Background: an optimization exercise with open tools, aiming at small area, a short achievable clock period and few clock cycles. Do not read the settings as production practice. Function was checked by simulation only, so behaviour that the tests miss may differ from the original.

==> design/flow/design.v <==
package ncc_pkg;
    localparam int MAX_WINDOW_PIXELS = 65536;
    localparam int COUNT_W = 17;
    localparam int SUM_W   = 24;
    localparam int SQ_W    = 32;
    localparam int MUL_A_W = 128;
    localparam int MUL_B_W = 64;
    localparam int QUO_W   = 30;
    localparam int ROOT_W  = 15;
    localparam int STEP_W  = 5;
    localparam logic [COUNT_W-1:0] COUNT_MAX = '1;
    localparam logic [2:0] MUL_V1 = 3'd0;
    localparam logic [2:0] MUL_V2 = 3'd1;
    localparam logic [2:0] MUL_P1 = 3'd2;
    localparam logic [2:0] MUL_P2 = 3'd3;
    localparam logic [2:0] MUL_A2 = 3'd4;
    localparam logic [2:0] MUL_W1 = 3'd5;
    localparam logic [2:0] MUL_W2 = 3'd6;
    localparam logic [2:0] MUL_D  = 3'd7;
    typedef struct packed {
        logic       accept;
        logic       mul_go;
        logic [2:0] mul_sel;
        logic       chk;
        logic       div_load;
        logic       div_test;
        logic       div_step;
        logic       sqrt_step;
        logic [3:0] sqrt_bit;
        logic       emit;
    } ncc_cmd_t;
    typedef struct packed {
        logic mul_done;
        logic degen;
        logic sat;
    } ncc_status_t;
endpackage
import ncc_pkg::*;
module ncc_mul
(
    input  logic               clk,
    input  logic               rst_n,
    input  logic               go,
    input  logic [ncc_pkg::MUL_A_W-1:0] a,
    input  logic [ncc_pkg::MUL_B_W-1:0] b,
    output logic               done,
    output logic [ncc_pkg::MUL_A_W-1:0] product
);
    logic               busy_reg, busy_next;
    logic               done_reg, done_next;
    logic [MUL_A_W-1:0] a_reg, a_next;
    logic [MUL_B_W-1:0] b_reg, b_next;
    logic [MUL_A_W-1:0] acc_reg, acc_next;
    always_comb
    begin
        busy_next = busy_reg;
        done_next = 1'b0;
        a_next    = a_reg;
        b_next    = b_reg;
        acc_next  = acc_reg;
        if (busy_reg)
        begin
            if (b_reg == '0)
            begin
                busy_next = 1'b0;
                done_next = 1'b1;
            end
            else
            begin
                if (b_reg[0])
                    acc_next = acc_reg + a_reg;
                a_next = a_reg << 1;
                b_next = b_reg >> 1;
            end
        end
        else if (go && !done_reg)
        begin
            busy_next = 1'b1;
            a_next    = a;
            b_next    = b;
            acc_next  = '0;
        end
    end
    always_ff @(posedge clk or negedge rst_n)
    begin
        if (!rst_n)
        begin
            busy_reg <= 1'b0;
            done_reg <= 1'b0;
        end
        else
        begin
            busy_reg <= busy_next;
            done_reg <= done_next;
        end
    end
    always_ff @(posedge clk)
    begin
        a_reg   <= a_next;
        b_reg   <= b_next;
        acc_reg <= acc_next;
    end
    assign done    = done_reg;
    assign product = acc_reg;
endmodule
import ncc_pkg::*;
module ncc_ctrl
(
    input  logic        clk,
    input  logic        rst_n,
    input  logic        pixel_valid,
    output logic        pixel_ready,
    input  logic        last_pixel,
    output logic        result_valid,
    input  logic        result_ready,
    output ncc_pkg::ncc_cmd_t    cmd,
    input  ncc_pkg::ncc_status_t status
);
    localparam logic [3:0] ST_ACC  = 4'd0;
    localparam logic [3:0] ST_MV1  = 4'd1;
    localparam logic [3:0] ST_MV2  = 4'd2;
    localparam logic [3:0] ST_CHK  = 4'd3;
    localparam logic [3:0] ST_MP1  = 4'd4;
    localparam logic [3:0] ST_MP2  = 4'd5;
    localparam logic [3:0] ST_MA2  = 4'd6;
    localparam logic [3:0] ST_MW1  = 4'd7;
    localparam logic [3:0] ST_MD   = 4'd8;
    localparam logic [3:0] ST_DLD  = 4'd9;
    localparam logic [3:0] ST_DSAT = 4'd10;
    localparam logic [3:0] ST_DIV  = 4'd11;
    localparam logic [3:0] ST_SQRT = 4'd12;
    localparam logic [3:0] ST_EMIT = 4'd13;
    localparam logic [3:0] ST_MW2  = 4'd14;
    logic [3:0]        state_reg, state_next;
    logic [STEP_W-1:0] cnt_reg, cnt_next;
    logic              valid_reg, valid_next;
    logic              accept;
    logic              slot_free;
    assign pixel_ready = (state_reg == ST_ACC);
    assign accept      = pixel_valid && pixel_ready;
    assign slot_free   = !valid_reg || result_ready;
    always_comb
    begin
        state_next    = state_reg;
        cnt_next      = cnt_reg;
        cmd           = '0;
        cmd.accept    = accept;
        cmd.sqrt_bit  = cnt_reg[3:0];
        unique case (state_reg)
            ST_ACC:
                if (accept && last_pixel)
                    state_next = ST_MV1;
            ST_MV1:
            begin
                cmd.mul_go  = 1'b1;
                cmd.mul_sel = MUL_V1;
                if (status.mul_done)
                    state_next = ST_MV2;
            end
            ST_MV2:
            begin
                cmd.mul_go  = 1'b1;
                cmd.mul_sel = MUL_V2;
                if (status.mul_done)
                    state_next = ST_MW1;
            end
            ST_MW1:
            begin
                cmd.mul_go  = 1'b1;
                cmd.mul_sel = MUL_W1;
                if (status.mul_done)
                    state_next = ST_MW2;
            end
            ST_MW2:
            begin
                cmd.mul_go  = 1'b1;
                cmd.mul_sel = MUL_W2;
                if (status.mul_done)
                    state_next = ST_CHK;
            end
            ST_CHK:
            begin
                cmd.chk    = 1'b1;
                state_next = status.degen ? ST_EMIT : ST_MP1;
            end
            ST_MP1:
            begin
                cmd.mul_go  = 1'b1;
                cmd.mul_sel = MUL_P1;
                if (status.mul_done)
                    state_next = ST_MP2;
            end
            ST_MP2:
            begin
                cmd.mul_go  = 1'b1;
                cmd.mul_sel = MUL_P2;
                if (status.mul_done)
                    state_next = ST_MA2;
            end
            ST_MA2:
            begin
                cmd.mul_go  = 1'b1;
                cmd.mul_sel = MUL_A2;
                if (status.mul_done)
                    state_next = ST_MD;
            end
            ST_MD:
            begin
                cmd.mul_go  = 1'b1;
                cmd.mul_sel = MUL_D;
                if (status.mul_done)
                    state_next = ST_DLD;
            end
            ST_DLD:
            begin
                cmd.div_load = 1'b1;
                state_next   = ST_DSAT;
            end
            ST_DSAT:
            begin
                cmd.div_test = 1'b1;
                cnt_next     = STEP_W'(QUO_W - 1);
                state_next   = status.sat ? ST_EMIT : ST_DIV;
            end
            ST_DIV:
            begin
                cmd.div_step = 1'b1;
                if (cnt_reg == '0)
                begin
                    cnt_next   = STEP_W'(ROOT_W - 1);
                    state_next = ST_SQRT;
                end
                else
                    cnt_next = cnt_reg - 1'b1;
            end
            ST_SQRT:
            begin
                cmd.sqrt_step = 1'b1;
                if (cnt_reg == '0)
                    state_next = ST_EMIT;
                else
                    cnt_next = cnt_reg - 1'b1;
            end
            ST_EMIT:
                if (slot_free)
                begin
                    cmd.emit   = 1'b1;
                    state_next = ST_ACC;
                end
            default:
                state_next = ST_ACC;
        endcase
    end
    always_comb
    begin
        valid_next = valid_reg;
        if (result_ready)
            valid_next = 1'b0;
        if (cmd.emit)
            valid_next = 1'b1;
    end
    always_ff @(posedge clk or negedge rst_n)
    begin
        if (!rst_n)
        begin
            state_reg <= ST_ACC;
            cnt_reg   <= '0;
            valid_reg <= 1'b0;
        end
        else
        begin
            state_reg <= state_next;
            cnt_reg   <= cnt_next;
            valid_reg <= valid_next;
        end
    end
    assign result_valid = valid_reg;
endmodule
import ncc_pkg::*;
module ncc_dp
(
    input  logic               clk,
    input  logic               rst_n,
    input  ncc_pkg::ncc_cmd_t           cmd,
    output ncc_pkg::ncc_status_t        status,
    input  logic [7:0]         scene_pixel,
    input  logic [7:0]         templ_pixel,
    output logic signed [15:0] correlation,
    output logic               degenerate
);
    logic [COUNT_W-1:0] count_reg;
    logic [SUM_W-1:0]   ss_reg, st_reg;
    logic [SQ_W-1:0]    sss_reg, stt_reg, sts_reg;
    logic [48:0]        v1_reg, p1_reg;
    logic [47:0]        v2_reg, p2_reg;
    logic [48:0]        w1_reg;
    logic [47:0]        w2_reg;
    logic [97:0]        d_reg;
    logic [MUL_A_W-1:0] a2_reg, dvs_reg;
    logic [QUO_W-1:0]   quo_reg;
    logic [ROOT_W-1:0]  root_reg;
    logic               deg_reg, sat_reg;
    logic [15:0]        corr_reg;
    logic               degenerate_reg;
    logic [MUL_A_W-1:0] mul_a;
    logic [MUL_B_W-1:0] mul_b;
    logic               mul_done;
    logic [MUL_A_W-1:0] mul_product;
    logic               neg;
    logic [48:0]        mag;
    logic [63:0]        a_val;
    logic [MUL_A_W-1:0] dvs_half;
    logic [ROOT_W-1:0]  trial;
    logic [QUO_W-1:0]   trial_sq;
    logic [15:0]        q16;
    logic [15:0]        corr_next;
    logic               grow;
    assign neg   = p1_reg < 49'(p2_reg);
    assign mag   = neg ? 49'(p2_reg) - p1_reg : p1_reg - 49'(p2_reg);
    assign a_val = {mag, 15'b0};
    always_comb
    begin
        case (cmd.mul_sel)
            MUL_V1:
            begin
                mul_a = MUL_A_W'(count_reg);
                mul_b = MUL_B_W'(sss_reg);
            end
            MUL_V2:
            begin
                mul_a = MUL_A_W'(ss_reg);
                mul_b = MUL_B_W'(ss_reg);
            end
            MUL_P1:
            begin
                mul_a = MUL_A_W'(count_reg);
                mul_b = MUL_B_W'(sts_reg);
            end
            MUL_P2:
            begin
                mul_a = MUL_A_W'(ss_reg);
                mul_b = MUL_B_W'(st_reg);
            end
            MUL_A2:
            begin
                mul_a = MUL_A_W'(a_val);
                mul_b = a_val;
            end
            MUL_W1:
            begin
                mul_a = MUL_A_W'(count_reg);
                mul_b = MUL_B_W'(stt_reg);
            end
            MUL_W2:
            begin
                mul_a = MUL_A_W'(st_reg);
                mul_b = MUL_B_W'(st_reg);
            end
            MUL_D:
            begin
                mul_a = MUL_A_W'(v1_reg - 49'(v2_reg));
                mul_b = MUL_B_W'(w1_reg - 49'(w2_reg));
            end
            default:
            begin
                mul_a = '0;
                mul_b = '0;
            end
        endcase
    end
    ncc_mul u_mul (
        .clk     (clk),
        .rst_n   (rst_n),
        .go      (cmd.mul_go),
        .a       (mul_a),
        .b       (mul_b),
        .done    (mul_done),
        .product (mul_product)
    );
    assign grow = (32'(count_reg) < MAX_WINDOW_PIXELS) && (count_reg != COUNT_MAX);
    always_ff @(posedge clk or negedge rst_n)
    begin
        if (!rst_n)
        begin
            count_reg <= '0;
            ss_reg    <= '0;
            st_reg    <= '0;
            sss_reg   <= '0;
            stt_reg   <= '0;
            sts_reg   <= '0;
        end
        else if (cmd.emit)
        begin
            count_reg <= '0;
            ss_reg    <= '0;
            st_reg    <= '0;
            sss_reg   <= '0;
            stt_reg   <= '0;
            sts_reg   <= '0;
        end
        else if (cmd.accept && grow)
        begin
            count_reg <= count_reg + 1'b1;
            ss_reg    <= ss_reg + SUM_W'(scene_pixel);
            st_reg    <= st_reg + SUM_W'(templ_pixel);
            sss_reg   <= sss_reg + SQ_W'({8'b0, scene_pixel} * {8'b0, scene_pixel});
            stt_reg   <= stt_reg + SQ_W'({8'b0, templ_pixel} * {8'b0, templ_pixel});
            sts_reg   <= sts_reg + SQ_W'({8'b0, scene_pixel} * {8'b0, templ_pixel});
        end
    end
    assign dvs_half = dvs_reg >> 1;
    assign trial    = root_reg | (ROOT_W'(1) << cmd.sqrt_bit);
    assign trial_sq = trial * trial;
    always_ff @(posedge clk)
    begin
        if (mul_done)
        begin
            case (cmd.mul_sel)
                MUL_V1:  v1_reg <= mul_product[48:0];
                MUL_V2:  v2_reg <= mul_product[47:0];
                MUL_P1:  p1_reg <= mul_product[48:0];
                MUL_P2:  p2_reg <= mul_product[47:0];
                MUL_A2:  a2_reg <= mul_product;
                MUL_W1:  w1_reg <= mul_product[48:0];
                MUL_W2:  w2_reg <= mul_product[47:0];
                MUL_D:   d_reg  <= mul_product[97:0];
                default: ;
            endcase
        end
        if (cmd.chk)
            deg_reg <= status.degen;
        if (cmd.div_load)
        begin
            dvs_reg  <= {d_reg, 30'b0};
            quo_reg  <= '0;
            root_reg <= '0;
        end
        if (cmd.div_test)
            sat_reg <= status.sat;
        if (cmd.div_step)
        begin
            dvs_reg <= dvs_half;
            if (a2_reg >= dvs_half)
            begin
                a2_reg  <= a2_reg - dvs_half;
                quo_reg <= {quo_reg[QUO_W-2:0], 1'b1};
            end
            else
                quo_reg <= {quo_reg[QUO_W-2:0], 1'b0};
        end
        if (cmd.sqrt_step && trial_sq <= quo_reg)
            root_reg <= trial;
        if (cmd.emit)
        begin
            corr_reg       <= corr_next;
            degenerate_reg <= deg_reg;
        end
    end
    assign q16 = sat_reg ? 16'h8000 : {1'b0, root_reg};
    always_comb
    begin
        if (deg_reg)
            corr_next = '0;
        else if (neg)
            corr_next = 16'(17'h10000 - 17'(q16));
        else if (sat_reg)
            corr_next = 16'h7FFF;
        else
            corr_next = q16;
    end
    assign status.mul_done = mul_done;
    assign status.degen    = (count_reg == '0) || (v1_reg <= 49'(v2_reg)) || (w1_reg <= 49'(w2_reg));
    assign status.sat      = a2_reg >= dvs_reg;
    assign correlation = $signed(corr_reg);
    assign degenerate  = degenerate_reg;
endmodule
import ncc_pkg::*;
module normalized_cross_correlation
(
    input  logic               clk,
    input  logic               rst_n,
    input  logic               pixel_valid,
    output logic               pixel_ready,
    input  logic [7:0]         scene_pixel,
    input  logic [7:0]         templ_pixel,
    input  logic               last_pixel,
    output logic               result_valid,
    input  logic               result_ready,
    output logic signed [15:0] correlation,
    output logic               degenerate
);
    ncc_pkg::ncc_cmd_t    cmd;
    ncc_pkg::ncc_status_t status;
    ncc_ctrl u_ctrl (
        .clk          (clk),
        .rst_n        (rst_n),
        .pixel_valid  (pixel_valid),
        .pixel_ready  (pixel_ready),
        .last_pixel   (last_pixel),
        .result_valid (result_valid),
        .result_ready (result_ready),
        .cmd          (cmd),
        .status       (status)
    );
    ncc_dp u_dp (
        .clk         (clk),
        .rst_n       (rst_n),
        .cmd         (cmd),
        .status      (status),
        .scene_pixel (scene_pixel),
        .templ_pixel (templ_pixel),
        .correlation (correlation),
        .degenerate  (degenerate)
    );
endmodule
==> design/flow/run.sh <==
#!/bin/bash
# synth_recipe.tcl (not shown) runs the flow's synth.tcl, then flattens the netlist and writes it again
# the make line also repeats each setting of config.mk as NAME=value (left out here)
make -C /OpenROAD-flow-scripts/flow DESIGN_CONFIG=/design/flow/config.mk WORK_HOME=/design/flow/orfs CLKGATE_MAP_FILE= SYNTH_SCRIPT=/design/flow/synth_recipe.tcl finish
==> design/flow/config.mk <==
export PLATFORM = sky130hd
export DESIGN_NAME = normalized_cross_correlation
export DESIGN_NICKNAME = normalized_cross_correlation
export VERILOG_FILES = /design/flow/design.v
export SDC_FILE = /design/flow/constraint.sdc
export NUM_CORES = 4
export LEC_CHECK = 0
export CAP_MARGIN = 20
export CORE_MARGIN = 2
export CORE_UTILIZATION = 40
export SLEW_MARGIN = 20
==> design/flow/constraint.sdc <==
create_clock -name core_clock -period 11.0 [get_ports {clk}]
set_input_delay 2.2000 -clock core_clock [delete_from_list [all_inputs] [get_ports {clk}]]
set_output_delay 2.2000 -clock core_clock [all_outputs]
set_load 0.01 [all_outputs]
==> out/results.tsv <==
metric	value	unit
status	timing/DRC/antenna clean	
post_drt_wl_per_cell	22.76	µm
r2r-start	u_ctrl.cnt_reg[2]	
cap_violations	0	
final_cells	13020	
clk_pin_slew	0.06	ns
rows	175	
cp_data_required_time	11.50	ns
hold_buffers	0	
ys_types	105	
worstPathArrival	9.91	ns
place_area	94200	µm²
postRouteAntennaNets	0	
io-pin-count	40	
worstSetupPathType	register to register	
fmax	106.2	MHz
syn_area	90960	µm²
worst_pin_slew	1.241	ns
yosys_warnings	3	
crit_slowest_cell	dfrtp_1	
drtPass1Iterations	8	
ys_seq_elements	1202	
place.gp.congestion	0.9483	
grt_max_degree	172	
path_max_fanout	15	
async_flop_share	0.1439	
hold_viol_final	0	
gr-total-overflow	0	
hpwl	224.7	mm
path_buf_inv	8	
core	226600	µm²
cp-end-kind	register	
track_usage	0.2514	
drive_above_1_share	0.04358	
cts_sinks	1202	
hold_path_class	register to register	
syn_nets	11180	
clock_skew	0.04452	ns
die_h	480.9	µm
grt_pass1_wl	449.0	mm
worstSetupStartpointType	register	
die_x	480.9	µm
finalSetupViolations	0	
grt_antenna_before_repair	22	
synthFlopType	edfxtp_1	
clk_latency	0.82	ns
via_count	75450	
cts_tree	done	
crit_path_max_incr_delay	0.56	ns
dp_cells	12750	
max_slew_margin	0.1725	
cts_resized	0	
cts_setup_buffers	0	
fin_tns_setup	0	ns
syn2layout_area_growth	8.676	%
drc	0	
grt_pass1_vias	73100	
avgSynthCellArea	9.030	µm²
slew_viol_final	0	
io_buffers	39	
drt-total-wl	296.4	mm
postSynthCellCount	10070	
finalCritPeriodShare	0.8559	
cts.htree.levels	4	
critPathLaunch	u_ctrl.cnt_reg[2]	
synth_edf_count	900	
synth_seq_area_share	0.3731	
final_nets	10990	
cpMostUsedCell	fa_1	
fin_crit	9.415	ns
final_cell_mix	nand2_1 (1246), edfxtp_1 (900), inv_1 (866)	
viasPerCell	5.794	
dieArea	231200	µm²
rsz0062_at_grt	false	
final_common_cell	nand2_1	
cts_made_buffers	142	
start_util	0.4014	
cts_buffer_depth	3	
min_from	u_dp.d_reg[97]	
cts-root-buf	clkbuf_16	
drt-initial-drc-count	7634	
fin_area	98850	µm²
critPathTopFamily	adder cells	
metal layers:
layer  global-route usage  wire, µm  vias up
met5                    0        45        -
met4               0.1037     13080        6
met3              0.03772     21090      495
met2               0.3919    131400     2679
met1               0.3483    130800    36880
li1                     -         -    35390
kinds of logic (layout without fill, tap and decap cells):
| kind of cell | after synthesis | count (layout) | share of synthesized area |
|---|---|---|---|
| flops | 1202 | 1202 | 0.3731 |
| compound gates | 2726 | 2726 | 0.1889 |
| mux | 35 | 35 | 0.003962 |
| fa+ha+maj | 1087 | 1087 | 0.1688 |
| other cells | 2 | 10 | 0.00008257 |
| buf+inv | 1334 | 1265 | 0.05597 |
| simple gates | 3111 | 3111 | 0.1537 |
| xor+xnor | 576 | 576 | 0.05546 |
through the flow:
step	setup WS, ns	hold slack, ns	utilization
finish	1.585	0.4715	0.4362
detailed placement	1.543	0.4679	0.4157
global route	0.8699	0.5079	0.4361
CTS	1.589	0.4763	0.4360
global placement	1.547	0.4563	0.4157
floorplan	0.8995	0.4244	-
worst paths after layout:
check                               endpoint  slack, ns  cells past startpoint
max                        u_dp.root_reg[11]       1.58                     36
min                        u_dp.dvs_reg[127]       0.47                      2
max reg2reg                u_dp.root_reg[11]       1.58                     36
min reg2reg                u_dp.dvs_reg[127]       0.47                      2
max in group asynchronous   u_dp.sss_reg[13]       7.98                      2
min in group asynchronous   u_dp.sss_reg[27]       1.48                      1
worst register-to-register path: cells and delay by family (launching register included):
family | cells | cell delay, ns
compound gates | 11 | 2.34
flops | 1 | 0.56
buf+inv | 8 | 1.04
xor+xnor | 1 | 0.09
simple gates | 8 | 1.43
fa+ha+maj | 8 | 3.68
synthesized netlist by cell type (48+ instances only):
cell / n / area share
a211oi_1: 53 / 0.0044
a21o_1: 346 / 0.029
a21oi_1: 817 / 0.045
a221oi_1: 51 / 0.0049
a31oi_1: 166 / 0.011
and2_1: 104 / 0.0072
and3_1: 69 / 0.0047
buf_2: 60 / 0.0033
clkbuf_1: 388 / 0.016
dfrtp_1: 173 / 0.048
dfxtp_1: 129 / 0.028
edfxtp_1: 900 / 0.30
fa_1: 233 / 0.051
ha_1: 854 / 0.12
inv_1: 867 / 0.036
nand2_1: 1249 / 0.052
nand2b_1: 81 / 0.0056
nand3_1: 142 / 0.0078
nand4_1: 226 / 0.016
nor2_1: 860 / 0.035
nor2b_1: 87 / 0.0060
nor3_1: 118 / 0.0065
nor4_1: 52 / 0.0036
o21a_1: 61 / 0.0050
o21ai_0: 651 / 0.036
o21bai_1: 154 / 0.013
or3_1: 48 / 0.0033
xnor2_1: 335 / 0.032
xor2_1: 241 / 0.023
cell type report:
cell class / instances / area, µm²
antenna: 8 / 20.02
clock buffer: 177 / 3827
clock inverter: 85 / 790.8
fill: 22130 / 127800
inverter: 871 / 3272
multi-input combinational: 7537 / 52110
sequential: 1202 / 33940
tap: 3009 / 3765
timing repair buffer: 132 / 1121
Testbench counts, summed over its fixed seeds: cycles 132,415.

==> re-timing with driven ports <==
The results above use ideal ports. As a check the final layout listed here was re-extracted and re-timed, cells and wires unchanged. Step 1 sets driving cells, clkbuf_16 on the clock port and buf_2 on the other inputs (assumed; they add their load-dependent delay and slew). Step 2 times the ports against the registers' clock, not the clock port: input delays grow and output delays shrink by t, the midpoint of the rising clock arrivals with the driver on. Slacks: ideal / step 1 / step 2; pairs: ideal / step 1.
t, ns: 0.900
setup slack, ns: 1.585 / 1.585 / 1.410
clock arrival spread, ns: 0.045 / 0.044
worst data-port slew with drivers (ns): 0.07
pins driven straight from the clock port: 1
After both steps this run still meets setup and hold. The setup slack of this run moves by 0.000 ns with the drivers and by -0.175 ns with both steps.
